This is an optimization exercise on Yosys and OpenROAD, whose aim is small area, a short achievable clock period and few clock cycles, not a production implementation. Where RTL was checked, it was by simulation tests only, not by an equivalence proof against the original. No functional check of the RTL was part of run 3. Power and IR drop assume default switching activity.

===== flow/config.mk =====
export PLATFORM = sky130hd
export DESIGN_NAME = execution
export DESIGN_NICKNAME = execution
export VERILOG_FILES = /design/flow/design.v
export SDC_FILE = /design/flow/constraint.sdc
export NUM_CORES = 4
export LEC_CHECK = 0
export ABC_CLOCK_PERIOD_IN_PS = 3000
export CAP_MARGIN = 20
export CORE_MARGIN = 2
export CORE_UTILIZATION = 70
export SETUP_SLACK_MARGIN = 5
export SLEW_MARGIN = 20
export SYNTH_HIERARCHICAL = 1
export SYNTH_MINIMUM_KEEP_SIZE = 0

===== flow/constraint.sdc =====
create_clock -name core_clock -period 10.0 [get_ports {CLK}]
set_input_delay 2.0000 -clock core_clock [delete_from_list [all_inputs] [get_ports {CLK}]]
set_output_delay 2.0000 -clock core_clock [all_outputs]
set_load 0.01 [all_outputs]

===== flow/design.v =====
package isa_pkg;
	localparam int PC_WIDTH       = 8;
	localparam int DATA_WIDTH     = 32;
	localparam int REG_ADDR_WIDTH = 5;
	localparam int SHAMT_WIDTH    = 5;
	localparam int IMM_WIDTH      = 16;
	localparam int INDEX_WIDTH    = 26;
	typedef logic [REG_ADDR_WIDTH-1:0] reg_addr_t;
	localparam reg_addr_t LINK_REG = 5'd31;
	typedef enum logic [3:0] {
		ALU_ADD, ALU_SUB, ALU_AND, ALU_OR, ALU_XOR, ALU_NOR,
		ALU_SLT, ALU_SLTU, ALU_SLL, ALU_SRL, ALU_SRA, ALU_LUI,
		ALU_FADD, ALU_FSUB, ALU_FMUL
	} alu_op_e;
	typedef enum logic {OP1_REG_S, OP1_REG_T} op1_src_e;
	typedef enum logic [1:0] {OP2_REG_T, OP2_SHAMT, OP2_IMM_SIGN, OP2_IMM_ZERO} op2_src_e;
	typedef enum logic [1:0] {DEST_RD, DEST_RT, DEST_LINK} dest_src_e;
	typedef enum logic [1:0] {BR_BEQ, BR_BNE, BR_JUMP, BR_NONE} branch_e;
	typedef struct packed {
		logic                                reg_write;
		logic [1:0]                          mem_to_reg;
		logic                                mem_write;
		logic                                mem_read;
		logic                                uart_to_reg;
		branch_e                    branch;
		logic [INDEX_WIDTH-1:0]     inst_index;
		logic [PC_WIDTH-1:0]        pc1;
	} pass_ctrl_t;
	typedef struct packed {
		pass_ctrl_t                          pass;
		logic                                is_fp;
		op1_src_e                   op1_src;
		op2_src_e                   op2_src;
		dest_src_e                  dest_src;
		alu_op_e                    alu_op;
		logic [DATA_WIDTH-1:0]      rs_val;
		logic [DATA_WIDTH-1:0]      rt_val;
		reg_addr_t                  rt;
		reg_addr_t                  rd;
		logic [SHAMT_WIDTH-1:0]     shamt;
		logic [IMM_WIDTH-1:0]       imm16;
		logic [PC_WIDTH-1:0]        pc;
	} issue_t;
	typedef struct packed {
		pass_ctrl_t                          pass;
		logic                                is_fp;
		logic [DATA_WIDTH-1:0]      result;
		logic [DATA_WIDTH-1:0]      store_data;
		reg_addr_t                  dest;
		logic [PC_WIDTH-1:0]        branch_target;
	} exec_result_t;
endpackage
module operand_select (
	input  isa_pkg::issue_t                   instr,
	output logic [isa_pkg::DATA_WIDTH-1:0]     op1,
	output logic [isa_pkg::DATA_WIDTH-1:0]     op2,
	output isa_pkg::reg_addr_t                 dest,
	output logic [8:0]                         exp_diff,  
	output logic                               z1,        
	output logic                               z2         
);
	always_comb begin
		unique case (instr.op1_src)
			isa_pkg::OP1_REG_T: op1 = instr.rt_val;
			default:            op1 = instr.rs_val;
		endcase
	end
	always_comb begin
		unique case (instr.op2_src)
			isa_pkg::OP2_SHAMT:
				op2 = {{(isa_pkg::DATA_WIDTH - isa_pkg::SHAMT_WIDTH){1'b0}}, instr.shamt};
			isa_pkg::OP2_IMM_SIGN:
				op2 = {{(isa_pkg::DATA_WIDTH - isa_pkg::IMM_WIDTH){instr.imm16[isa_pkg::IMM_WIDTH-1]}},
					instr.imm16};
			isa_pkg::OP2_IMM_ZERO:
				op2 = {{(isa_pkg::DATA_WIDTH - isa_pkg::IMM_WIDTH){1'b0}}, instr.imm16};
			default:
				op2 = instr.rt_val;
		endcase
	end
	always_comb begin
		unique case (instr.dest_src)
			isa_pkg::DEST_RT:   dest = instr.rt;
			isa_pkg::DEST_LINK: dest = isa_pkg::LINK_REG;
			default:            dest = instr.rd;
		endcase
	end
	assign exp_diff = {1'b0, op1[30:23]} - {1'b0, op2[30:23]};
	assign z1       = (op1[30:23] == 8'd0);
	assign z2       = (op2[30:23] == 8'd0);
endmodule
module alu (
	input  logic [10:0]                        ctl,
	input  logic [isa_pkg::DATA_WIDTH-1:0]     a,
	input  logic [isa_pkg::DATA_WIDTH-1:0]     b,
	output logic [isa_pkg::DATA_WIDTH-1:0]     y
);
	logic        do_sub, s_sum, s_and, s_or, s_xor, s_nor, s_slt, s_sltu, s_sh, left, arith;
	logic        cout;
	logic [31:0] sum;
	logic        lt_signed;
	logic        lt_unsigned;
	logic [31:0] sh_in;
	logic [32:0] sh_wide;
	logic [31:0] sh_out;
	logic [31:0] sh_res;
	assign {do_sub, s_sum, s_and, s_or, s_xor, s_nor, s_slt, s_sltu, s_sh, left, arith} = ctl;
	assign {cout, sum} = {1'b0, a} + {1'b0, b} + {32'd0, do_sub};
	assign lt_unsigned = ~cout;
	assign lt_signed   = (a[31] ^ b[31] ^ do_sub) ? a[31] : sum[31];
	function automatic logic [31:0] rev32(input logic [31:0] x);
		for (int i = 0; i < 32; i++) rev32[i] = x[31-i];
	endfunction
	assign sh_in   = left ? rev32(a) : a;
	assign sh_wide = $signed({arith & a[31], sh_in}) >>> b[4:0];
	assign sh_out  = sh_wide[31:0];
	assign sh_res  = left ? rev32(sh_out) : sh_out;
	always_comb begin
		if (s_sum | s_and | s_or | s_xor | s_nor | s_slt | s_sltu | s_sh)
			y = ({32{s_sum}} & sum) | ({32{s_and}} & (a & b)) | ({32{s_or}} & (a | b)) |
			    ({32{s_xor}} & (a ^ b)) | ({32{s_nor}} & ~(a | b)) |
			    {31'd0, (s_slt & lt_signed) | (s_sltu & lt_unsigned)} | ({32{s_sh}} & sh_res);
		else
			y = {b[15:0], 16'd0};
	end
endmodule
module alu_decode (
	input  isa_pkg::alu_op_e                   op,
	output logic [10:0]                        ctl
);
	logic do_sub, s_sum, s_and, s_or, s_xor, s_nor, s_slt, s_sltu, s_sh, left, arith;
	assign do_sub = (op == isa_pkg::ALU_SUB) | (op == isa_pkg::ALU_SLT) | (op == isa_pkg::ALU_SLTU);
	assign s_sum  = (op == isa_pkg::ALU_ADD) | (op == isa_pkg::ALU_SUB);
	assign s_and  = (op == isa_pkg::ALU_AND);
	assign s_or   = (op == isa_pkg::ALU_OR);
	assign s_xor  = (op == isa_pkg::ALU_XOR);
	assign s_nor  = (op == isa_pkg::ALU_NOR);
	assign s_slt  = (op == isa_pkg::ALU_SLT);
	assign s_sltu = (op == isa_pkg::ALU_SLTU);
	assign s_sh   = (op == isa_pkg::ALU_SLL) | (op == isa_pkg::ALU_SRL) | (op == isa_pkg::ALU_SRA);
	assign left   = (op == isa_pkg::ALU_SLL);
	assign arith  = (op == isa_pkg::ALU_SRA);
	assign ctl    = {do_sub, s_sum, s_and, s_or, s_xor, s_nor, s_slt, s_sltu, s_sh, left, arith};
endmodule
module fpu (
	input  logic        CLK,
	input  logic [31:0] a,
	input  logic [31:0] b,
	input  logic        is_sub,
	input  logic [8:0]  dab,       
	input  logic        za,        
	input  logic        zb,        
	input  logic [7:0]  b_next,    
	input  logic [2:0]  mul_it,    
	output logic [31:0] add_y,     
	output logic [31:0] mul_y      
);
	logic [23:0] r1_d;
	logic        psel_d, sub_d, sign_d;
	logic [23:0] r1;
	logic        r1_psel, r1_sub, r1_sign;
	logic [24:0] sum_d;
	logic [24:0] r2;
	logic [8:0]  r2_be1;
	logic        r2_sign;
	fadd_align fadd_align_inst (
		.a      (a),
		.b      (b),
		.is_sub (is_sub),
		.dab    (dab),
		.za     (za),
		.zb     (zb),
		.q      (r1_d),
		.psel   (psel_d),
		.sub    (sub_d),
		.sign   (sign_d)
	);
	always_ff @(posedge CLK) begin
		r1      <= r1_d;
		r1_psel <= psel_d;
		r1_sub  <= sub_d;
		r1_sign <= sign_d;
	end
	logic [4:0] lz_d;
	logic [4:0] r2_lz;
	fadd_add fadd_add_inst (
		.fa   (a[22:0]),
		.fb   (b[22:0]),
		.q    (r1),
		.psel (r1_psel),
		.sub  (r1_sub),
		.sum  (sum_d),
		.lz   (lz_d)
	);
	always_ff @(posedge CLK) begin
		r2      <= sum_d;
		r2_lz   <= lz_d;
		r2_be1  <= {1'b0, (r1_psel ? a[30:23] : b[30:23])} + 9'd1;
		r2_sign <= r1_sign;
	end
	fadd_pack fadd_pack_inst (
		.sum  (r2),
		.be1  (r2_be1),
		.lz   (r2_lz),
		.sign (r2_sign),
		.y    (add_y)
	);
	function automatic logic [12:0] booth8(input logic [7:0] c);
		logic [8:0] x;
		x = {c, 1'b0};
		for (int i = 0; i < 4; i++) begin
			booth8[3*i]     = x[2*i+1] ^ x[2*i];
			booth8[3*i + 1] = (x[2*i+2] & ~x[2*i+1] & ~x[2*i]) | (~x[2*i+2] & x[2*i+1] & x[2*i]);
			booth8[3*i + 2] = x[2*i+2];
		end
		booth8[12] = c[7];
	endfunction
	logic [12:0] dig;
	always_ff @(posedge CLK) begin
		if (mul_it[0])      dig <= booth8(b[15:8]);
		else if (mul_it[1]) dig <= booth8({1'b1, b[22:16]});
		else                dig <= booth8(b_next);
	end
	logic [24:0] ms, mc;
	logic [7:0]  ls, lc;
	logic [32:0] acc_s, acc_c;
	fmul_step fmul_step_inst (
		.ma    ({1'b1, a[22:0]}),
		.dig   (dig),
		.s_in  (mul_it[0] ? 25'd0 : ms),
		.c_in  (mul_it[0] ? 25'd0 : mc),
		.last  (mul_it[2]),
		.acc_s (acc_s),
		.acc_c (acc_c)
	);
	always_ff @(posedge CLK) begin
		ms <= acc_s[32:8];
		mc <= acc_c[32:8];
		ls <= acc_s[7:0];
		lc <= acc_c[7:0];
	end
	logic [8:0] lo_sum;
	logic       cy;
	assign lo_sum = {1'b0, ls} + {1'b0, lc} + {8'd0, cy & mul_it[2]};
	always_ff @(posedge CLK) begin
		cy <= lo_sum[8];
	end
	logic [9:0] e0, e1;
	logic [7:0] me0, me1;
	logic       mz0, mz1;
	assign e0 = {2'b00, a[30:23]} + {2'b00, b[30:23]} - 10'd127;
	assign e1 = {2'b00, a[30:23]} + {2'b00, b[30:23]} - 10'd126;
	always_ff @(posedge CLK) begin
		me0 <= e0[7:0];
		me1 <= e1[7:0];
		mz0 <= (a[30:23] == 8'd0) | (b[30:23] == 8'd0) | e0[9] | (e0 == 10'd0);
		mz1 <= (a[30:23] == 8'd0) | (b[30:23] == 8'd0) | e1[9] | (e1 == 10'd0);
	end
	fmul_pack fmul_pack_inst (
		.s    ({ms, ls}),
		.c    ({mc, lc}),
		.cy   (cy),
		.sign (a[31] ^ b[31]),
		.me0  (me0),
		.me1  (me1),
		.mz0  (mz0),
		.mz1  (mz1),
		.y    (mul_y)
	);
endmodule
module fadd_align (
	input  logic [31:0] a,
	input  logic [31:0] b,
	input  logic        is_sub,
	input  logic [8:0]  dab,
	input  logic        za,
	input  logic        zb,
	output logic [23:0] q,
	output logic        psel,      
	output logic        sub,       
	output logic        sign
);
	logic        sa, sbe;
	logic [23:0] ma, mb;
	logic        neg_d, ge, same, mge;
	logic [7:0]  dx;
	logic [23:0] sm, sh1, shifted;
	assign sa      = a[31];
	assign sbe     = b[31] ^ is_sub;
	assign sub     = sa ^ sbe;
	assign ma      = {~za, a[22:0] & {23{~za}}};
	assign mb      = {~zb, b[22:0] & {23{~zb}}};
	assign neg_d   = dab[8];
	assign ge      = ~neg_d;
	assign dx      = dab[7:0] ^ {8{neg_d}};
	assign same    = (dab == 9'd0);
	assign sm      = ge ? mb : ma;
	assign sh1     = sm >> dx[4:0];
	assign shifted = (dx[7:5] != 3'd0) ? 24'd0 : (neg_d ? {1'b0, sh1[23:1]} : sh1);
	assign mge     = a[22:0] >= b[22:0];
	assign psel    = same ? mge : ge;
	assign q       = (same ? (mge ? mb : ma) : shifted) ^ {24{sub}};
	assign sign    = psel ? sa : sbe;
endmodule
module fadd_add (
	input  logic [22:0] fa,
	input  logic [22:0] fb,
	input  logic [23:0] q,
	input  logic        psel,
	input  logic        sub,
	output logic [24:0] sum,
	output logic [4:0]  lz
);
	function automatic logic [4:0] lzc25(input logic [24:0] v);
		logic [31:0] x;
		logic        z16, z8, z4, z2;
		logic [15:0] h16;
		logic [7:0]  h8;
		logic [3:0]  h4;
		logic [1:0]  h2;
		x     = {v, 1'b1, 6'd0};
		z16   = (x[31:16] == 16'd0);
		h16   = z16 ? x[15:0] : x[31:16];
		z8    = (h16[15:8] == 8'd0);
		h8    = z8 ? h16[7:0] : h16[15:8];
		z4    = (h8[7:4] == 4'd0);
		h4    = z4 ? h8[3:0] : h8[7:4];
		z2    = (h4[3:2] == 2'd0);
		h2    = z2 ? h4[1:0] : h4[3:2];
		lzc25 = {z16, z8, z4, z2, ~h2[1]};
	endfunction
	logic [24:0] pa, qa, f;
	assign pa  = {2'b01, (psel ? fa : fb)};
	assign qa  = {1'b0, q ^ {24{sub}}};
	assign sum = pa + {sub, q} + {24'd0, sub};
	assign f   = (pa ^ qa) & {(pa[23:0] | ~qa[23:0]), 1'b1};
	assign lz  = sub ? lzc25(f) : 5'd0;
endmodule
module fadd_pack (
	input  logic [24:0] sum,
	input  logic [8:0]  be1,       
	input  logic [4:0]  lz,        
	input  logic        sign,
	output logic [31:0] y
);
	logic [24:0] nm;
	logic        one_more;
	logic [7:0]  e0, e1;
	logic [24:0] low_mask;
	logic        n_zero;
	assign nm       = sum << lz;
	assign one_more = ~nm[24];
	assign e0       = be1[7:0] - {3'd0, lz};
	assign e1       = be1[7:0] - {3'd0, lz} - 8'd1;
	assign low_mask = (be1 >= 9'd25) ? 25'd0 : (25'h1ffffff >> be1);
	assign n_zero   = ((sum & ~low_mask) == 25'd0);
	assign y        = n_zero ? 32'd0 :
	                  one_more ? {sign, e1, nm[22:0]} : {sign, e0, nm[23:1]};
endmodule
module fmul_step (
	input  logic [23:0] ma,
	input  logic [12:0] dig,
	input  logic [24:0] s_in,
	input  logic [24:0] c_in,
	input  logic        last,
	output logic [32:0] acc_s,
	output logic [32:0] acc_c
);
	localparam logic [32:0] MUL_NBIAS = 33'd5726623232;
	logic [3:0][32:0] rw;
	logic [32:0]      rx, kr, t_in, t_cn;
	logic [32:0]      t_s1, t_c1, t_s2, t_c2, t_s3, t_c3, t_s4, t_c4, t_s5, t_c5;
	logic [24:0]      bm;
	logic [6:0]       negs;
	always_comb begin
		negs = '0;
		for (int i = 0; i < 4; i++) begin
			bm = ({25{dig[3*i]}} & {1'b0, ma}) | ({25{dig[3*i+1]}} & {ma, 1'b0});
			rw[i] = {7'd0, ~dig[3*i+2], bm ^ {25{dig[3*i+2]}}} << (2 * i);
			negs[2*i] = dig[3*i+2];
		end
	end
	assign rx   = {1'b0, {24{dig[12]}} & ma, 1'b0, negs};
	assign kr   = {33{last}} & MUL_NBIAS;
	assign t_in = {8'd0, s_in};
	assign t_cn = {8'd0, c_in};
	assign t_s1 = rw[0] ^ rw[1] ^ rw[2];
	assign t_c1 = {rw[0][31:0] & rw[1][31:0] | rw[0][31:0] & rw[2][31:0] | rw[1][31:0] & rw[2][31:0], 1'b0};
	assign t_s2 = rw[3] ^ rx ^ kr;
	assign t_c2 = {rw[3][31:0] & rx[31:0] | rw[3][31:0] & kr[31:0] | rx[31:0] & kr[31:0], 1'b0};
	assign t_s3 = t_s1 ^ t_c1 ^ t_s2;
	assign t_c3 = {t_s1[31:0] & t_c1[31:0] | t_s1[31:0] & t_s2[31:0] | t_c1[31:0] & t_s2[31:0], 1'b0};
	assign t_s4 = t_c2 ^ t_in ^ t_cn;
	assign t_c4 = {t_c2[31:0] & t_in[31:0] | t_c2[31:0] & t_cn[31:0] | t_in[31:0] & t_cn[31:0], 1'b0};
	assign t_s5 = t_s3 ^ t_c3 ^ t_s4;
	assign t_c5 = {t_s3[31:0] & t_c3[31:0] | t_s3[31:0] & t_s4[31:0] | t_c3[31:0] & t_s4[31:0], 1'b0};
	assign acc_s = t_s5 ^ t_c5 ^ t_c4;
	assign acc_c = {t_s5[31:0] & t_c5[31:0] | t_s5[31:0] & t_c4[31:0] | t_c5[31:0] & t_c4[31:0], 1'b0};
endmodule
module fmul_pack (
	input  logic [32:0] s,
	input  logic [32:0] c,
	input  logic        cy,
	input  logic        sign,
	input  logic [7:0]  me0,       
	input  logic [7:0]  me1,       
	input  logic        mz0,       
	input  logic        mz1,       
	output logic [31:0] y
);
	logic [32:0] q;
	logic [23:0] hi;
	logic        p23;
	assign q   = s + c + {32'd0, cy};
	assign hi  = q[31:8];
	assign p23 = q[7];
	assign y   = (hi[23] ? mz1 : mz0) ? 32'd0 :
	             hi[23] ? {sign, me1, hi[22:0]} : {sign, me0, hi[21:0], p23};
endmodule
module execution (
	input  logic                     CLK,
	input  logic                     reset,
	input  logic [154:0]             issue,
	input  logic                     issue_req,
	output logic                     issue_ack,
	output logic [119:0]             result,
	output logic                     result_valid
);
	isa_pkg::issue_t                  issue_in;
	assign issue_in = issue;
	logic [31:0]        a_in;
	logic [31:0]        b_in;
	isa_pkg::reg_addr_t dest_in;
	logic [8:0]         diff_in;
	logic               za_in;
	logic               zb_in;
	operand_select operand_select_inst (
		.instr    (issue_in),
		.op1      (a_in),
		.op2      (b_in),
		.dest     (dest_in),
		.exp_diff (diff_in),
		.z1       (za_in),
		.z2       (zb_in)
	);
	logic       ack_r;
	logic       valid_r;
	logic       v_int1;      
	logic       v_int2;      
	logic       v_add1;      
	logic       v_add2;      
	logic       v_add3;      
	logic [3:0] v_mul;       
	logic       busy;
	logic       accept;
	logic       in_fp;
	logic       in_mul;
	assign busy   = v_int1 | v_add1 | v_add2 | (|v_mul[2:0]);
	assign accept = issue_req & ~ack_r & ~busy;
	assign in_fp  = issue_in.is_fp;
	assign in_mul = issue_in.alu_op[1];
	always_ff @(posedge CLK) begin
		if (reset) begin
			ack_r   <= 1'b0;
			valid_r <= 1'b0;
			v_int1  <= 1'b0;
			v_int2  <= 1'b0;
			v_add1  <= 1'b0;
			v_add2  <= 1'b0;
			v_add3  <= 1'b0;
			v_mul   <= '0;
		end else begin
			ack_r   <= issue_req & (ack_r | ~busy);
			v_int1  <= accept & ~in_fp;
			v_int2  <= v_int1;
			v_add1  <= accept & in_fp & ~in_mul;
			v_add2  <= v_add1;
			v_add3  <= v_add2;
			v_mul   <= {v_mul[2:0], accept & in_fp & in_mul};
			valid_r <= v_int2 | v_add3 | v_mul[3];
		end
	end
	assign issue_ack    = ack_r;
	assign result_valid = valid_r;
	logic [10:0] ctl_in;
	logic [10:0] cap_ctl;
	alu_decode alu_decode_inst (
		.op  (issue_in.alu_op),
		.ctl (ctl_in)
	);
	always_ff @(posedge CLK) begin
		cap_ctl <= ctl_in;
	end
	isa_pkg::pass_ctrl_t cap_pass;
	logic                cap_fp;
	logic [3:0]          cap_op;
	logic [31:0]         cap_a;
	logic [31:0]         cap_b;
	logic [31:0]         cap_rt;
	isa_pkg::reg_addr_t  cap_dest;
	logic [7:0]          cap_imm8;
	always_ff @(posedge CLK) begin
		if (!busy) begin
			cap_pass <= issue_in.pass;
			cap_fp   <= issue_in.is_fp;
			cap_op   <= issue_in.alu_op;
			cap_a    <= a_in;
			cap_b    <= b_in ^ {32{ctl_in[10]}};
			cap_rt   <= issue_in.rt_val;
			cap_dest <= dest_in;
			cap_imm8 <= issue_in.imm16[7:0];
		end
	end
	logic [8:0] cap_diff;
	logic       cap_za;
	logic       cap_zb;
	always_ff @(posedge CLK) begin
		cap_diff <= diff_in;
		cap_za   <= za_in;
		cap_zb   <= zb_in;
	end
	logic [31:0] alu_y;
	logic [31:0] add_y;
	logic [31:0] mul_y;
	alu alu_inst (
		.ctl (cap_ctl),
		.a   (cap_a),
		.b   (cap_b),
		.y   (alu_y)
	);
	logic [31:0] alu_r;
	always_ff @(posedge CLK) begin
		alu_r <= alu_y;
	end
	fpu fpu_inst (
		.CLK      (CLK),
		.a        (cap_a),
		.b        (cap_b),
		.is_sub   (cap_op[0]),
		.dab      (cap_diff),
		.za       (cap_za),
		.zb       (cap_zb),
		.b_next   (b_in[7:0]),
		.mul_it   (v_mul[2:0]),
		.add_y    (add_y),
		.mul_y    (mul_y)
	);
	isa_pkg::exec_result_t result_r;
	always_ff @(posedge CLK) begin
		result_r.pass          <= cap_pass;
		result_r.is_fp         <= cap_fp;
		result_r.result        <= ({32{v_int2}} & alu_r) | ({32{v_add3}} & add_y) |
		                          ({32{v_mul[3]}} & mul_y);
		result_r.store_data    <= cap_rt;
		result_r.dest          <= cap_dest;
		result_r.branch_target <= cap_pass.pc1 + cap_imm8;
	end
	assign result = result_r;
endmodule

===== flow/flow/run.sh =====
#!/bin/bash
# The standard flow's own layout (standard.sh) with two changes: the repair steps aim for a
# 6.7 ns setup margin instead of 5, and the port buffers are buf_2 cells.
set -euo pipefail
s=$(cat standard.sh)
s=${s//SETUP_SLACK_MARGIN=5/SETUP_SLACK_MARGIN=6.7}
s=${s//'"${@:-finish}"'/'"BUFFER_PORTS_ARGS=-buffer_cell sky130_fd_sc_hd__buf_2" "${@:-finish}"'}
printf '%s\n' "$s" > own_standard.sh
bash own_standard.sh > layout.log 2>&1

===== flow/standard.sh =====
#!/bin/bash
# synth_recipe.tcl (not shown) runs the flow's synth.tcl, then flattens the netlist and writes it again
# the make line also repeats each setting of config.mk as NAME=value (left out here)
make -C /OpenROAD-flow-scripts/flow DESIGN_CONFIG=/design/flow/config.mk WORK_HOME=/design/flow/orfs CLKGATE_MAP_FILE= SYNTH_SCRIPT=/design/flow/synth_recipe.tcl "${@:-finish}"

==> summary.txt, run 1 <==
Post-Place Setup Slack=5630 ps; most common cell after layout, fill and taps aside=inv_1; number of buffers created by CTS=52; GP Congestion=~1.1; pwr dens=331 mW/mm^2; main flop type after synthesis=dfxtp_1; Hold Path Stages=0; Fin Hold WS=~330 ps; WL final=156000 um; Post-Route Skew=34.7 ps; vias in the first global route=about 36000; core box area=about 0.056 sq mm; reg2reg path depth=14; Crit Path Class=reg2reg; setup_tns=0 ps; initial antenna violation count=17; Placed Cells=between 5000 and 6000; Overall Power=about 15 mW; final worst slack=between 6000 and 7000 ps; RR Endpoint=result_r[52]; final core utilization=between 80 and 90%; worst-skew pair later-pin latency=640 ps; PortBufs=271; Root Driver=clkbuf_16; Placement Cell Area=0.0415 sq mm; Synth cell types=approximately 130; Initial DRT Pass Iterations=10; die width=roughly 240 um; dpl hpwl=96700 um; Pleak=a little under 20 nW; Final Slew Violations=0; global-route wire length before repair=around 220000 um; Avg WL per Cell=~29 um; IO Pins=280; # H-tree levels=2; CP required=about 11000 ps; TritonCTS clock tree=built; Seq/Total Area, Yosys=between 20 and 30%; final setup vio count=0; clk buf depth=3; Fmax achieved=about 0.26 GHz; layout cells sized above 1=approximately a fifth; largest cells by area after synthesis=dfxtp_1 18%, edfxtp_1 12%, ha_1 7.7%; max-cap violations=0; Die ar.=around 0.06 sq mm; cell accounting for the most synthesized area=dfxtp_1; synth warn=12; largest net degree at the start of global routing=a little under 80; register bit total from synthesis=502; Rel. slew slack=19.4%; Final Cell Area=~0.045 sq mm; GRT overflow=0; via count=~38000; Tmin final=between 3000 and 4000 ps; Mapped Cells=about 4300; Min-Delay Startpoint=cap_rt[4]; post-detailed-route via-to-cell ratio=between 7 and 8; Final ANT Viol Nets=0; status=complete, no violations; Finished Layout Cells=5298; Syn Area/Cell=roughly 9.4 sq um; RSZ-0062 raised after global routing=true; clk slew on worst S/H paths=roughly 70 ps; row count=87; final hold vios=0; DR DRC count=0; Worst Hold Class=reg2reg; maximum vdd drop=287 uV; final period utilization=a little under two fifths; R2R setup slack=around 6200 ps; Sink Count=approximately 500; crit path launch type=flop; cell area after synthesis=roughly 0.04 sq mm; Synth top area share=about 18%; crit path max fanout=3; most frequent cells in the layout=378 x inv_1, 314 x dfxtp_1, 268 x buf_2; CP Capture Type=flop; P&R area growth vs syn=13.9%; GRT Util Overall=a little under half; async set-reset flop share out of synthesis=0%; r2r startpoint=fpu_inst.lc[4]; Initial Utilization=a little over two thirds; NumNets Final=between 5000 and 6000; Post-synth EDFFs=153; Slew @ Worst Pin=around 1200 ps; Die Ht=between 200 and 250 um; Worst Hold End=result_r[17]; DR iter-0 viols=a little under 7000; CP Data Arrival Time=4370 ps
logic make-up (layout without fill, tap and decap cells):
kind of cell / Yosys count / count (layout) / share of synthesized area (%)
and+or+nand+nor: 1024 / 1024 / 12.9
AOI/OAI and AO/OA: 1047 / 1048 / 18.7
adders and majority gates: 386 / 386 / 14.7
muxes: 339 / 341 / 11.2
xor gates and xnor gates: 280 / 280 / 6.14
other: 2 / 24 / 0.0188
buffers and inverters: 673 / 937 / 7.37
DFF: 502 / 502 / 29.0
worst max-delay path, cell delays in order (launching register included):
cell	delay (ps)
dfxtp_2	400
ha_4	240
a21oi_2	170
o22ai_4	100
o2111ai_2	280
buf_4	160
buf_4	110
o211ai_1	180
a2111oi_1	780
nor3_1	220
xor2_1	470
mux2i_1	200
nor2_1	240
a222oi_1	110
inv_1	90
routing by layer:
layer | vias to the layer above | track usage (%) | wire (um)
li1 | 15800 | - | -
met1 | 18100 | 60.2 | 52300
met2 | 3510 | 73.1 | 66200
met3 | 1032 | 14.3 | 23200
met4 | 14 | 27.5 | 13900
met5 | - | 0 | 90
power breakdown:
part           switching (mW)  leakage, nW  internal, mW
Sequential              0.609         4.52          2.68
Clock                   0.924        0.825          1.09
Combinational            5.69         14.4          4.06
Total                    7.22         19.7          7.83
layout make-up:
class | instances | area [sq um]
antenna | 21 | 52.6
clock buffer | 69 | 1420
clock inverter | 28 | 290
fill | 3299 | 10900
inverter | 396 | 1510
multi-input combinational | 3082 | 26400
sequential | 502 | 11700
tap | 756 | 946
timing repair buffer | 443 | 3160
timing repair inverter | 1 | 5.00
synthesized netlist by cell type, types with 99 or more instances:
cell type  count
nor2_1       249
o21ai_0      146
dfxtp_1      349
edfxtp_1     153
fa_1         138
inv_1        384
nand2_1      259
xnor2_1      181
a22oi_1      123
clkbuf_1     138
mux2i_1      181
xor2_1        99
ha_1         246
a21oi_1      207
timing repair:
action,CTS,global route
hold buffers,0,0
endpoints found under the hold margin,0,0
endpoints found under the setup margin,219,183
cloned,6,4
resized for setup,150,152
setup buffers,32,59
pin swaps,37,46
modules after synthesis, one instance, submodules excluded, a selection:
| module | times used | cells inside | flip-flops and latches |
|---|---|---|---|
| fmul_step | 1 | 625 | 0 |
| execution | 1 | 511 | 338 |
| fmul_pack | 1 | 281 | 0 |
| operand_select | 1 | 188 | 0 |
| alu | 1 | 888 | 0 |
| fadd_pack | 1 | 338 | 0 |
| alu_decode | 1 | 29 | 0 |
state kept, by name, indices dropped and copies added, names as in the netlist, 4 cells and up:
| signal | count |
|---|---|
| result_r | 120 |
| v_mul | 4 |
| fpu_inst.r1 | 24 |
| cap_dest | 5 |
| fpu_inst.mc | 25 |
| fpu_inst.r2_be1 | 9 |
| fpu_inst.ls | 8 |
| cap_b | 32 |
| fpu_inst.ms | 25 |
| fpu_inst.r2_lz | 5 |
| cap_diff | 9 |
| fpu_inst.me1 | 8 |
| cap_rt | 32 |
| fpu_inst.dig | 12 |
| cap_pass | 42 |
| fpu_inst.lc | 8 |
| cap_ctl | 11 |
| fpu_inst.r2 | 25 |
| cap_a | 32 |
| alu_r | 32 |
| cap_imm8 | 8 |
| fpu_inst.me0 | 8 |
how the worst max path moves through the flow:
stage | startpoint | to | slack [ps] | cells past startpoint
after global placement | cap_b[0] | alu_r[28] | 5650 | 11
after CTS | cap_b[0] | alu_r[28] | 6610 | 12
after floorplan | issue[111] | cap_diff[7] | 6380 | 8
after global routing | fpu_inst.lc[4] | result_r[51] | 6190 | 14
final | fpu_inst.lc[4] | result_r[52] | 6190 | 14
after detailed placement | cap_b[0] | alu_r[28] | 5630 | 11
Testbench counts, summed over its fixed seeds: cycles 11,756.
==> run 2: changes to the inputs <==
==> flow/flow/run.sh (replaced) <==
#!/bin/bash
# The standard flow's own layout (standard.sh) with two changes: the repair steps aim for a
# 6.5 ns setup margin instead of 5, and the port buffers are buf_2 cells.
set -euo pipefail
s=$(cat standard.sh)
s=${s//SETUP_SLACK_MARGIN=5/SETUP_SLACK_MARGIN=6.5}
s=${s//'"${@:-finish}"'/'"BUFFER_PORTS_ARGS=-buffer_cell sky130_fd_sc_hd__buf_2" "${@:-finish}"'}
printf '%s\n' "$s" > own_standard.sh
bash own_standard.sh > layout.log 2>&1
==> run 2 against run 1 <==
Against the previous run: flip-flop and latch count did not move; setup slack improved by 270 ps; combinational power fell by 7.3%; clock-buffer cell count did not move; still clean on timing, DRC and antenna; die area did not move; routed wire length fell by 9.4%.
==> summary.txt, run 2 <==
clk buf depth=3 (unchanged); Root Driver=clkbuf_16 (unchanged); GP Congestion=1.08 (was 1.07); hold_buf cts=0 (unchanged); r2r startpoint=cap_b[2] (was fpu_inst.lc[4]); Min-Delay Startpoint=cap_rt[6] (was cap_rt[4]); post-detailed-route via-to-cell ratio=6.97 (was 7.26); max-cap violations=0 (unchanged); Pleak=19.4 nW (was 19.7 nW); DR iter-0 viols=5631 (was 6911); row count=87 (unchanged); largest net degree at the start of global routing=82 (was 78); most common cell after layout, fill and taps aside=inv_1 (unchanged); WL final=141000 um (was 156000 um); DR DRC count=0 (unchanged); P&R area growth vs syn=11.4% (was 13.9%); TritonCTS clock tree=built (unchanged); max reg flops=120 (unchanged); Rel. slew slack=20.8% (was 19.4%); NumNets Final=4977 (was 5020); worst-skew pair later-pin latency=660 ps (was 640 ps); IO Pins=280 (unchanged); layout cells sized above 1=18.6% (was 20.7%); final hold vios=0 (unchanged); PortBufs=271 (unchanged); Worst Hold End=result_r[19] (was result_r[17]); RSZ-0062 raised after global routing=true (unchanged); Final Slew Violations=0 (unchanged); GRT Util Overall=45.5% (was 47.8%); Worst Hold Class=reg2reg (unchanged); Seq/Total Area, Yosys=29.0% (unchanged); crit path launch type=flop (unchanged); Final ANT Viol Nets=0 (unchanged); async set-reset flop share out of synthesis=0% (unchanged); final period utilization=35.4% (was 38.1%); most frequent cells in the layout=380 x inv_1, 324 x dfxtp_1, 269 x buf_2 (was 378 x inv_1, 314 x dfxtp_1, 268 x buf_2); Die ar.=0.0590 sq mm (unchanged); largest cells by area after synthesis=dfxtp_1 18%, edfxtp_1 12%, ha_1 7.7% (unchanged); Hold Path Stages=0 (unchanged); internal power consumption=7.64 mW (was 7.83 mW); top-count cell post-synth=inv_1 (unchanged); status=complete, no violations (unchanged); Sink Count=502 (unchanged); CP Capture Type=flop (unchanged); R2R setup slack=6460 ps (was 6190 ps); CP Data Arrival Time=4020 ps (was 4370 ps); Post-Place Setup Slack=5680 ps (was 5630 ps); Die Ht=243 um (unchanged); cell area after synthesis=0.0399 sq mm (unchanged); main flop type after synthesis=dfxtp_1 (unchanged); Overall Power=14.4 mW (was 15.1 mW); synth warn=12 (unchanged); Crit Path Class=reg2reg (unchanged); initial antenna violation count=13 (was 17); RR Endpoint=alu_r[22] (was result_r[52]); Tmin final=3540 ps (was 3810 ps); Initial Utilization=70.8% (unchanged); clk slew on worst S/H paths=70 ps (about the same); register bit total from synthesis=502 (unchanged); Post-Route Skew=48.5 ps (was 34.7 ps); Fmax achieved=0.282 GHz (was 0.263 GHz); biggest regs=result_r x120, cap_pass x42 (unchanged); pwr dens=324 mW/mm^2 (was 331 mW/mm^2); Clk pwr share=14.8% (was 13.4%); Syn Area/Cell=9.39 sq um (unchanged); cell accounting for the most synthesized area=dfxtp_1 (unchanged); power share of the sequential group=22.5% (was 21.9%); GRT overflow=0 (unchanged); Synth cell types=125 (unchanged); Synth top area share=17.5% (unchanged); Largest Register=result_r (unchanged); sw power=6.76 mW (was 7.22 mW); reg2reg path depth=8 (was 14); Avg WL per Cell=26.9 um (was 29.4 um); Switching Fraction=46.9% (was 48.0%); Fin Hold WS=336 ps (was 332 ps); Initial DRT Pass Iterations=10 (unchanged); CP required=10480 ps (was 10560 ps); via count=36600 (was 38500); # H-tree levels=2 (unchanged); final setup vio count=0 (unchanged); final worst slack=6460 ps (was 6190 ps); Gate power share=62.7% (was 64.7%); number of buffers created by CTS=53 (was 52); Post-synth EDFFs=153 (unchanged); most frequent cells after synthesis=384 x inv_1, 349 x dfxtp_1, 259 x nand2_1 (unchanged); maximum vdd drop=247 uV (was 287 uV); vias in the first global route=34700 (was 35800); die width=243 um (unchanged); global-route wire length before repair=207000 um (was 216000 um); dpl hpwl=94800 um (was 96700 um); Slew @ Worst Pin=1180 ps (was 1200 ps); crit path max fanout=47 (was 3); setup_tns=0 ps (unchanged); Mapped Cells=4253 (unchanged); core box area=0.0564 sq mm (unchanged)
[run 2: cell counts after synthesis]
No cell type changed its count.
[run 2: cell type report]
cell class | instances | area [sq um]
Multi-Input combinational cell | 3081 | 26000
Fill cell | 3640 | 11900
Sequential cell | 502 | 11600
Timing Repair Buffer | 400 | 2520
Inverter | 396 | 1510
Clock buffer | 69 | 1450
Tap cell | 756 | 946
Clock inverter | 31 | 430
Antenna cell | 8 | 20.0
Timing Repair inverter | 1 | 5.00
[run 2: metal layers]
layer	GRT usage, %	up-vias	share of wire, %
met5	0	-	0.040
met3	12.9	708	13
met1	58.4	17200	36
met2	69.2	2851	43
li1	-	15800	-
met4	26.0	8	7.2
[run 2: Yosys stat by module (local to each module, per instance)]
module          cell area, sq um  times used  flip-flops and latches
alu                         6400           1                       0
alu_decode                   188           1                       0
execution                   9530           1                     338
fadd_add                    2400           1                       0
fadd_align                  4370           1                       0
fadd_pack                   2570           1                       0
fmul_pack                   2020           1                       0
fmul_step                   5840           1                       0
fpu                         5230           1                     164
operand_select              1370           1                       0
[run 2: repair_timing]
| item | in CTS | in global routing |
|---|---|---|
| gates resized for setup | 61 | 92 |
| gates cloned | 4 | 1 |
| pin swaps | 5 | 20 |
| endpoints found under the setup margin | 188 | 139 |
| buffers inserted | 16 | 34 |
[run 2: worst max-delay path, stage by stage (launching register included)]
cell and delay, ps:
edfxtp_1 460, buf_8 350, mux4_2 610, mux2_2 300, o221ai_1 410, a21oi_1 250, o22ai_1 300, o221ai_1 200
or3_1 450
[run 2: per-stage QoR]
stage               util, %  instances  cell area [sq um]
finish                 78.9       5244              44500
global route           78.9       5240              44500
CTS                    77.6       5201              43800
detailed placement     73.6       5081              41500
global placement       73.6       5081              41500
floorplan                 -       4254              40100
[run 2: logic make-up (layout without fill, tap and decap cells)]
kind of cell / Yosys count / after routing / share of synthesized area, %
flip-flops: 502 / 502 / 29.0
other: 2 / 11 / 0.0188
buffers and inverters: 673 / 897 / 7.37
adder cells (fa/ha/maj): 386 / 386 / 14.7
AND/OR/NAND/NOR: 1024 / 1024 / 12.9
AO/OA/AOI/OAI: 1047 / 1047 / 18.7
XOR/XNOR: 280 / 280 / 6.14
multiplexers: 339 / 341 / 11.2
[run 2: how the worst max path moves through the flow]
stage	startpoint	endpoint	slack (ps)	cells past startpoint
detailed placement	issue[111]	cap_diff[7]	5680	7
global placement	issue[111]	cap_diff[7]	5760	7
CTS	cap_b[0]	fpu_inst.r2[24]	6410	13
global route	fpu_inst.lc[6]	result_r[74]	6380	15
finish	cap_b[2]	alu_r[22]	6460	8
floorplan	issue[111]	cap_diff[7]	6380	8
[run 2: power by group through the flow]
stage / Sequential, mW / Clock [mW] / Combinational, mW
after floorplan: 3.00 / 0 / 5.95
after global placement: 3.21 / 0 / 7.69
after detailed placement: 3.23 / 0 / 7.95
after CTS: 3.20 / 2.13 / 8.31
after global routing: 3.26 / 2.21 / 9.73
final: 3.24 / 2.14 / 9.03
==> run 3: changes to the inputs <==
--- a/flow/design.v
+++ b/flow/design.v
@@ -93,6 +93,7 @@
 	input  logic [10:0]                        ctl,
 	input  logic [isa_pkg::DATA_WIDTH-1:0]     a,
 	input  logic [isa_pkg::DATA_WIDTH-1:0]     b,
+	input  logic [31:0]                        sh_out,    
 	output logic [isa_pkg::DATA_WIDTH-1:0]     y
 );
 	logic        do_sub, s_sum, s_and, s_or, s_xor, s_nor, s_slt, s_sltu, s_sh, left, arith;
@@ -100,21 +101,15 @@
 	logic [31:0] sum;
 	logic        lt_signed;
 	logic        lt_unsigned;
-	logic [31:0] sh_in;
-	logic [32:0] sh_wide;
-	logic [31:0] sh_out;
 	logic [31:0] sh_res;
 	assign {do_sub, s_sum, s_and, s_or, s_xor, s_nor, s_slt, s_sltu, s_sh, left, arith} = ctl;
-	assign {cout, sum} = {1'b0, a} + {1'b0, b} + {32'd0, do_sub};
+	assign {cout, sum} = {1'b0, a} + {1'b0, b ^ {32{do_sub}}} + {32'd0, do_sub};
 	assign lt_unsigned = ~cout;
-	assign lt_signed   = (a[31] ^ b[31] ^ do_sub) ? a[31] : sum[31];
+	assign lt_signed   = (a[31] ^ b[31]) ? a[31] : sum[31];
 	function automatic logic [31:0] rev32(input logic [31:0] x);
 		for (int i = 0; i < 32; i++) rev32[i] = x[31-i];
 	endfunction
-	assign sh_in   = left ? rev32(a) : a;
-	assign sh_wide = $signed({arith & a[31], sh_in}) >>> b[4:0];
-	assign sh_out  = sh_wide[31:0];
-	assign sh_res  = left ? rev32(sh_out) : sh_out;
+	assign sh_res = left ? rev32(sh_out) : sh_out;
 	always_comb begin
 		if (s_sum | s_and | s_or | s_xor | s_nor | s_slt | s_sltu | s_sh)
 			y = ({32{s_sum}} & sum) | ({32{s_and}} & (a & b)) | ({32{s_or}} & (a | b)) |
@@ -124,6 +119,39 @@
 			y = {b[15:0], 16'd0};
 	end
 endmodule
+module shift_src (
+	input  logic [31:0] a,
+	input  logic [31:0] b,
+	input  logic        left,
+	input  logic        arith,
+	input  logic        fp,
+	input  logic [8:0]  dab,       
+	input  logic        za,        
+	input  logic        zb,        
+	output logic [31:0] val,
+	output logic [4:0]  amt,
+	output logic        fill
+);
+	function automatic logic [31:0] rev32(input logic [31:0] x);
+		for (int i = 0; i < 32; i++) rev32[i] = x[31-i];
+	endfunction
+	logic [23:0] ma, mb;
+	assign ma   = {~za, a[22:0] & {23{~za}}};
+	assign mb   = {~zb, b[22:0] & {23{~zb}}};
+	assign val  = fp ? {8'd0, (dab[8] ? ma : mb)} : (left ? rev32(a) : a);
+	assign amt  = fp ? (dab[4:0] ^ {5{dab[8]}}) : b[4:0];
+	assign fill = ~fp & arith & a[31];
+endmodule
+module rshift (
+	input  logic [31:0] val,
+	input  logic [4:0]  amt,
+	input  logic        fill,
+	output logic [31:0] out
+);
+	logic [32:0] wide;
+	assign wide = $signed({fill, val}) >>> amt;
+	assign out  = wide[31:0];
+endmodule
 module alu_decode (
 	input  isa_pkg::alu_op_e                   op,
 	output logic [10:0]                        ctl
@@ -150,6 +178,7 @@
 	input  logic [8:0]  dab,       
 	input  logic        za,        
 	input  logic        zb,        
+	input  logic [23:0] sh,        
 	input  logic [7:0]  b_next,    
 	input  logic [2:0]  mul_it,    
 	output logic [31:0] add_y,     
@@ -170,6 +199,7 @@
 		.dab    (dab),
 		.za     (za),
 		.zb     (zb),
+		.sh1    (sh),
 		.q      (r1_d),
 		.psel   (psel_d),
 		.sub    (sub_d),
@@ -275,6 +305,7 @@
 	input  logic [8:0]  dab,
 	input  logic        za,
 	input  logic        zb,
+	input  logic [23:0] sh1,       
 	output logic [23:0] q,
 	output logic        psel,      
 	output logic        sub,       
@@ -284,7 +315,7 @@
 	logic [23:0] ma, mb;
 	logic        neg_d, ge, same, mge;
 	logic [7:0]  dx;
-	logic [23:0] sm, sh1, shifted;
+	logic [23:0] shifted;
 	assign sa      = a[31];
 	assign sbe     = b[31] ^ is_sub;
 	assign sub     = sa ^ sbe;
@@ -294,8 +325,6 @@
 	assign ge      = ~neg_d;
 	assign dx      = dab[7:0] ^ {8{neg_d}};
 	assign same    = (dab == 9'd0);
-	assign sm      = ge ? mb : ma;
-	assign sh1     = sm >> dx[4:0];
 	assign shifted = (dx[7:5] != 3'd0) ? 24'd0 : (neg_d ? {1'b0, sh1[23:1]} : sh1);
 	assign mge     = a[22:0] >= b[22:0];
 	assign psel    = same ? mge : ge;
@@ -482,15 +511,6 @@
 	end
 	assign issue_ack    = ack_r;
 	assign result_valid = valid_r;
-	logic [10:0] ctl_in;
-	logic [10:0] cap_ctl;
-	alu_decode alu_decode_inst (
-		.op  (issue_in.alu_op),
-		.ctl (ctl_in)
-	);
-	always_ff @(posedge CLK) begin
-		cap_ctl <= ctl_in;
-	end
 	isa_pkg::pass_ctrl_t cap_pass;
 	logic                cap_fp;
 	logic [3:0]          cap_op;
@@ -505,12 +525,21 @@
 			cap_fp   <= issue_in.is_fp;
 			cap_op   <= issue_in.alu_op;
 			cap_a    <= a_in;
-			cap_b    <= b_in ^ {32{ctl_in[10]}};
+			cap_b    <= b_in;
 			cap_rt   <= issue_in.rt_val;
 			cap_dest <= dest_in;
 			cap_imm8 <= issue_in.imm16[7:0];
 		end
 	end
+	logic [10:0] ctl_in;
+	logic [10:0] cap_ctl;
+	alu_decode alu_decode_inst (
+		.op  (issue_in.alu_op),
+		.ctl (ctl_in)
+	);
+	always_ff @(posedge CLK) begin
+		cap_ctl <= ctl_in;
+	end
 	logic [8:0] cap_diff;
 	logic       cap_za;
 	logic       cap_zb;
@@ -522,11 +551,35 @@
 	logic [31:0] alu_y;
 	logic [31:0] add_y;
 	logic [31:0] mul_y;
+	logic [31:0] sh_val;
+	logic [4:0]  sh_amt;
+	logic        sh_fill;
+	logic [31:0] sh_out;
+	shift_src shift_src_inst (
+		.a     (cap_a),
+		.b     (cap_b),
+		.left  (cap_ctl[1]),
+		.arith (cap_ctl[0]),
+		.fp    (cap_fp),
+		.dab   (cap_diff),
+		.za    (cap_za),
+		.zb    (cap_zb),
+		.val   (sh_val),
+		.amt   (sh_amt),
+		.fill  (sh_fill)
+	);
+	rshift rshift_inst (
+		.val  (sh_val),
+		.amt  (sh_amt),
+		.fill (sh_fill),
+		.out  (sh_out)
+	);
 	alu alu_inst (
-		.ctl (cap_ctl),
-		.a   (cap_a),
-		.b   (cap_b),
-		.y   (alu_y)
+		.ctl    (cap_ctl),
+		.a      (cap_a),
+		.b      (cap_b),
+		.sh_out (sh_out),
+		.y      (alu_y)
 	);
 	logic [31:0] alu_r;
 	always_ff @(posedge CLK) begin
@@ -540,6 +593,7 @@
 		.dab      (cap_diff),
 		.za       (cap_za),
 		.zb       (cap_zb),
+		.sh       (sh_out[23:0]),
 		.b_next   (b_in[7:0]),
 		.mul_it   (v_mul[2:0]),
 		.add_y    (add_y),
==> flow/flow/run.sh (replaced) <==
#!/bin/bash
# The standard flow's own layout (standard.sh) with two changes: the repair steps aim for a
# 6 ns setup margin instead of 5, and the port buffers are buf_2 cells.
set -euo pipefail
s=$(cat standard.sh)
s=${s//SETUP_SLACK_MARGIN=5/SETUP_SLACK_MARGIN=6}
s=${s//'"${@:-finish}"'/'"BUFFER_PORTS_ARGS=-buffer_cell sky130_fd_sc_hd__buf_2" "${@:-finish}"'}
printf '%s\n' "$s" > own_standard.sh
bash own_standard.sh > layout.log 2>&1
==> run 3 against run 2 <==
Against the previous run: maximum frequency fell by 13%; die area barely moved; largest power group unchanged; still clean on timing, DRC and antenna; cell count fell by 2.3%.
==> summary.txt, run 3 <==
power share of the sequential group=23.7% (was 22.5%); Filler cells=3978 (was 3640); clk buf depth=3 (unchanged); cell mode on critical path=mux2_2 (was o221ai_1); GRT overflow=0 (unchanged); Tmin final=4070 ps (was 3540 ps); die width=243 um (about the same); Hold Path Stages=0 (unchanged); largest family of logic cells by synthesized area=compound AO/OA/AOI/OAI gates (unchanged); Worst Hold End=result_r[34] (was result_r[19]); final hold vios=0 (unchanged); Synth cell types=134 (was 125); DR iter-0 viols=4196 (was 5631); CP Cell Sequence=buf_16, xnor2_1, a21oi_2, buf_6, mux4_2, mux2_2, a222oi_1, o221ai_2, mux2_2, nand2_1, nand3_1, a221o_1 (was buf_8, mux4_2, mux2_2, o221ai_1, a21oi_1, o22ai_1, o221ai_1, or3_1); status=complete, no violations (unchanged); CP top delay family=compound AO/OA/AOI/OAI gates (unchanged); number of buffers created by CTS=53 (unchanged); Syn Area/Cell=9.57 sq um (was 9.39 sq um); TritonCTS clock tree=built (unchanged); met3 Usage GRT=11.1% (was 12.9%); Sink Count=502 (unchanged); CP peak stage delay=560 ps (was 610 ps); Root Driver=clkbuf_16 (unchanged); Fmax achieved=0.246 GHz (was 0.282 GHz); Slew @ Worst Pin=1180 ps (about the same); cell area after synthesis=0.0399 sq mm (about the same); Clk pwr share=15.2% (was 14.8%); GRT Util Overall=42.5% (was 45.5%); RSZ-0062 raised after global routing=true (unchanged); setup_tns=0 ps (unchanged); Avg WL per Cell=25.0 um (was 26.9 um); GP Congestion=1.05 (was 1.08); met1 GRT Util=54.4% (was 58.4%); Min-Delay Startpoint=cap_rt[21] (was cap_rt[6]); NumNets Final=4899 (was 4977); compound-gate portion of the synthesized area=19.1% (was 18.7%); Seq/Total Area, Yosys=29.0% (about the same); Gate power share=61.1% (was 62.7%); vias in the first global route=32600 (was 34700); largest net degree at the start of global routing=87 (was 82); DR DRC count=0 (unchanged); Top Usage Layer GRT=met2 (unchanged); PortBufs=271 (unchanged); CP Buf/Inv Count=2 (was 1); most frequent cells in the layout=411 x inv_1, 337 x dfxtp_1, 285 x ha_1 (was 380 x inv_1, 324 x dfxtp_1, 269 x buf_2); Die Ht=243 um (about the same); Final ANT Viol Nets=0 (unchanged); synth warn=13 (was 12); XOR/XNOR share of the synthesized area=5.98% (was 6.14%); WL final=128000 um (was 141000 um); RR Endpoint=alu_r[27] (was alu_r[22]); worst-skew pair later-pin latency=640 ps (was 660 ps); register bit total from synthesis=502 (unchanged); Switching Fraction=46.5% (was 46.9%); Post-Synth Adder-Cell Area=15.8% (was 14.7%); pwr dens=311 mW/mm^2 (was 324 mW/mm^2); max reg flops=120 (unchanged); Crit Path Class=reg2reg (unchanged); # H-tree levels=2 (unchanged); most common cell after layout, fill and taps aside=inv_1 (unchanged); dpl hpwl=89600 um (was 94800 um); CP Data Arrival Time=4590 ps (was 4020 ps); crit path max fanout=86 (was 47); final core utilization=77.4% (was 78.9%); reg2reg path depth=12 (was 8); Worst Hold Class=reg2reg (unchanged); Placement Cell Area=0.0414 sq mm (was 0.0415 sq mm); sw power=6.30 mW (was 6.76 mW); cell accounting for the most synthesized area=dfxtp_1 (unchanged); most frequent cells after synthesis=411 x inv_1, 349 x dfxtp_1, 285 x ha_1 (was 384 x inv_1, 349 x dfxtp_1, 259 x nand2_1); row count=87 (unchanged); max-cap violations=0 (unchanged); async set-reset flop share out of synthesis=0% (unchanged); crit path launch type=flop (unchanged); main flop type after synthesis=dfxtp_1 (unchanged); Synth Area in Simple Gates=12.3% (was 12.9%); CP Capture Type=flop (unchanged); Die ar.=0.0590 sq mm (about the same); IO Pins=280 (unchanged); Post-synth EDFFs=153 (unchanged); via count=34300 (was 36600); initial antenna violation count=8 (was 13); clk slew on worst S/H paths=70 ps (about the same); Largest Register=result_r (unchanged); layout cells sized above 1=17.5% (was 18.6%); global-route wire length before repair=194000 um (was 207000 um); Rel. slew slack=21.3% (was 20.8%); top-count cell post-synth=inv_1 (unchanged); R2R setup slack=5930 ps (was 6460 ps); Initial DRT Pass Iterations=11 (was 10); maximum vdd drop=282 uV (was 247 uV); biggest regs=result_r x120, cap_pass x42 (unchanged); CP required=10520 ps (was 10480 ps); Mapped Cells=4171 (was 4253); largest cells by area after synthesis=dfxtp_1 17%, edfxtp_1 12%, ha_1 8.9% (was dfxtp_1 18%, edfxtp_1 12%, ha_1 7.7%); CP max stage cell=dfxtp_4 (was mux4_2); Initial Utilization=70.8% (about the same); final period utilization=40.7% (was 35.4%); P&R area growth vs syn=9.29% (was 11.4%); final setup vio count=0 (unchanged); Final Slew Violations=0 (unchanged); met2 usage=65.2% (was 69.2%); post-detailed-route via-to-cell ratio=6.69 (was 6.97); Fin Hold WS=330 ps (was 336 ps); Post-Route Skew=40.3 ps (was 48.5 ps); internal power consumption=7.27 mW (was 7.64 mW); r2r startpoint=cap_diff[8] (was cap_b[2]); Final Cell Area=0.0436 sq mm (was 0.0445 sq mm); core box area=0.0564 sq mm (unchanged); mux contribution to synthesized area=10.3% (was 11.2%); Pleak=19.1 nW (was 19.4 nW); Synth top area share=17.5% (about the same)
[run 3: changes by cell type after synthesis, moves of 27 or more]
cell / previous run / this run
nor2_1: 249 / 195
ha_1: 246 / 285
inv_1: 384 / 411
mux4_2: 75 / 48
a22oi_2: 3 / 32
o21ai_0: 146 / 102
[run 3: modules after synthesis (local to each module, per instance)]
| module | flip-flops and latches | area (sq um) | copies in the design |
|---|---|---|---|
| alu | 0 | 4820 | 1 |
| alu_decode | 0 | 188 | 1 |
| execution | 338 | 9230 | 1 |
| fadd_add | 0 | 2400 | 1 |
| fadd_align | 0 | 2570 | 1 |
| fadd_pack | 0 | 2700 | 1 |
| fmul_pack | 0 | 2020 | 1 |
| fmul_step | 0 | 6060 | 1 |
| fpu | 164 | 5260 | 1 |
| operand_select | 0 | 1360 | 1 |
| rshift | 0 | 2110 | 1 |
| shift_src | 0 | 1210 | 1 |
[run 3: cell families (layout without fill, tap and decap cells)]
group,after synthesis,in the layout
AO/OA/AOI/OAI,1021,1021
AND/OR/NAND/NOR,929,930
buffers and inverters,686,876
flip-flops,502,502
adder cells (fa/ha/maj),422,422
multiplexers,339,340
XOR/XNOR,270,270
other,2,7
[run 3: through the flow]
stage	setup WS [ps]	power (mW)	std cells
final	5930	13.6	5124
after global routing	5810	14.5	5121
after CTS	5970	13.3	5117
after detailed placement	5200	11.2	5006
after global placement	5190	11.0	5006
after floorplan	6180	9.00	4172
[run 3: power by group through the flow]
| stage | clock [mW] | combinational (mW) | sequential [mW] |
|---|---|---|---|
| 2_1_floorplan | 0 | 6.01 | 2.99 |
| 3_3_place_gp | 0 | 7.73 | 3.22 |
| 3_5_place_dp | 0 | 7.94 | 3.23 |
| 4_1_cts | 2.08 | 8.09 | 3.18 |
| 5_1_grt | 2.16 | 9.12 | 3.25 |
| 6_report | 2.07 | 8.29 | 3.21 |
[run 3: final cells by class]
type | count | area [sq um] | share of cell area [%]
diodes | 4 | 10.0 | 0.0229
well taps | 756 | 946 | 2.17
repair buffers | 362 | 2130 | 4.87
inverters | 414 | 1550 | 3.56
clock buffers | 69 | 1430 | 3.27
clock inverters | 31 | 430 | 0.986
multi-input cells | 2986 | 25500 | 58.5
flip-flops and latches | 502 | 11600 | 26.6
[run 3: what timing repair did]
action	CTS	global route
resized for setup	22	29
setup endpoints to repair	68	42
buffers inserted	10	2
pin swaps	0	1
cloned	1	1
hold buffers	0	0
[run 3: per-layer routing]
metal	routed length (um)	share of wire, %	vias to the layer above
met5	41	0.032	-
met2	55900	44	2112
met3	15000	12	476
met1	48000	37	16400
li1	-	-	15300
met4	9000	7.0	8
[run 3: worst max-delay path by stage]
stage                            from           to  slack [ps]  cells after the start
after CTS                 cap_diff[8]    alu_r[27]        5970                     12
after detailed placement   issue[110]  cap_diff[6]        5200                      9
final                     cap_diff[8]    alu_r[27]        5930                     12
after global routing           cap_fp    alu_r[20]        5810                     11
after floorplan            issue[110]  cap_diff[6]        6180                     10
after global placement     issue[110]  cap_diff[6]        5190                      9

## port drivers added, routing unchanged
How much do the figures lean on ideal ports? The routed layouts below were timed once more, with nothing changed but the port constraints. Step 1 (the two cells are an assumption about what drives the block):
set clk [get_ports {CLK}]
set_driving_cell -lib_cell sky130_fd_sc_hd__clkbuf_16 $clk
set_driving_cell -lib_cell sky130_fd_sc_hd__buf_2 [delete_from_list [all_inputs] $clk]
Step 2 times the ports against the registers' clock, not the clock port: input delays grow and output delays shrink by t, the midpoint of the rising clock arrivals with the driver on. Slacks: ideal / step 1 / step 2; pairs: ideal / step 1.
| run | t (ns) | setup WS [ns] | hold WS [ns] | latest minus earliest clock arrival (ns) | worst slew at a driven data input, ns |
|---|---|---|---|---|---|
| run 1 | 0.690 | 6.192 / 6.192 / 5.978 | 0.332 / 0.332 / 0.332 | 0.034 / 0.035 | 0.11 |
| run 2 | 0.709 | 6.458 / 6.458 / 5.992 | 0.336 / 0.336 / 0.336 | 0.051 / 0.050 | 0.09 |
| run 3 | 0.686 | 5.929 / 5.929 / 5.457 | 0.330 / 0.330 / 0.330 | 0.046 / 0.046 | 0.08 |
After both steps setup and hold are still met in every run listed. The setup slack of run 3, which loses most, moves by 0.000 ns with the drivers and by -0.472 ns with both steps.
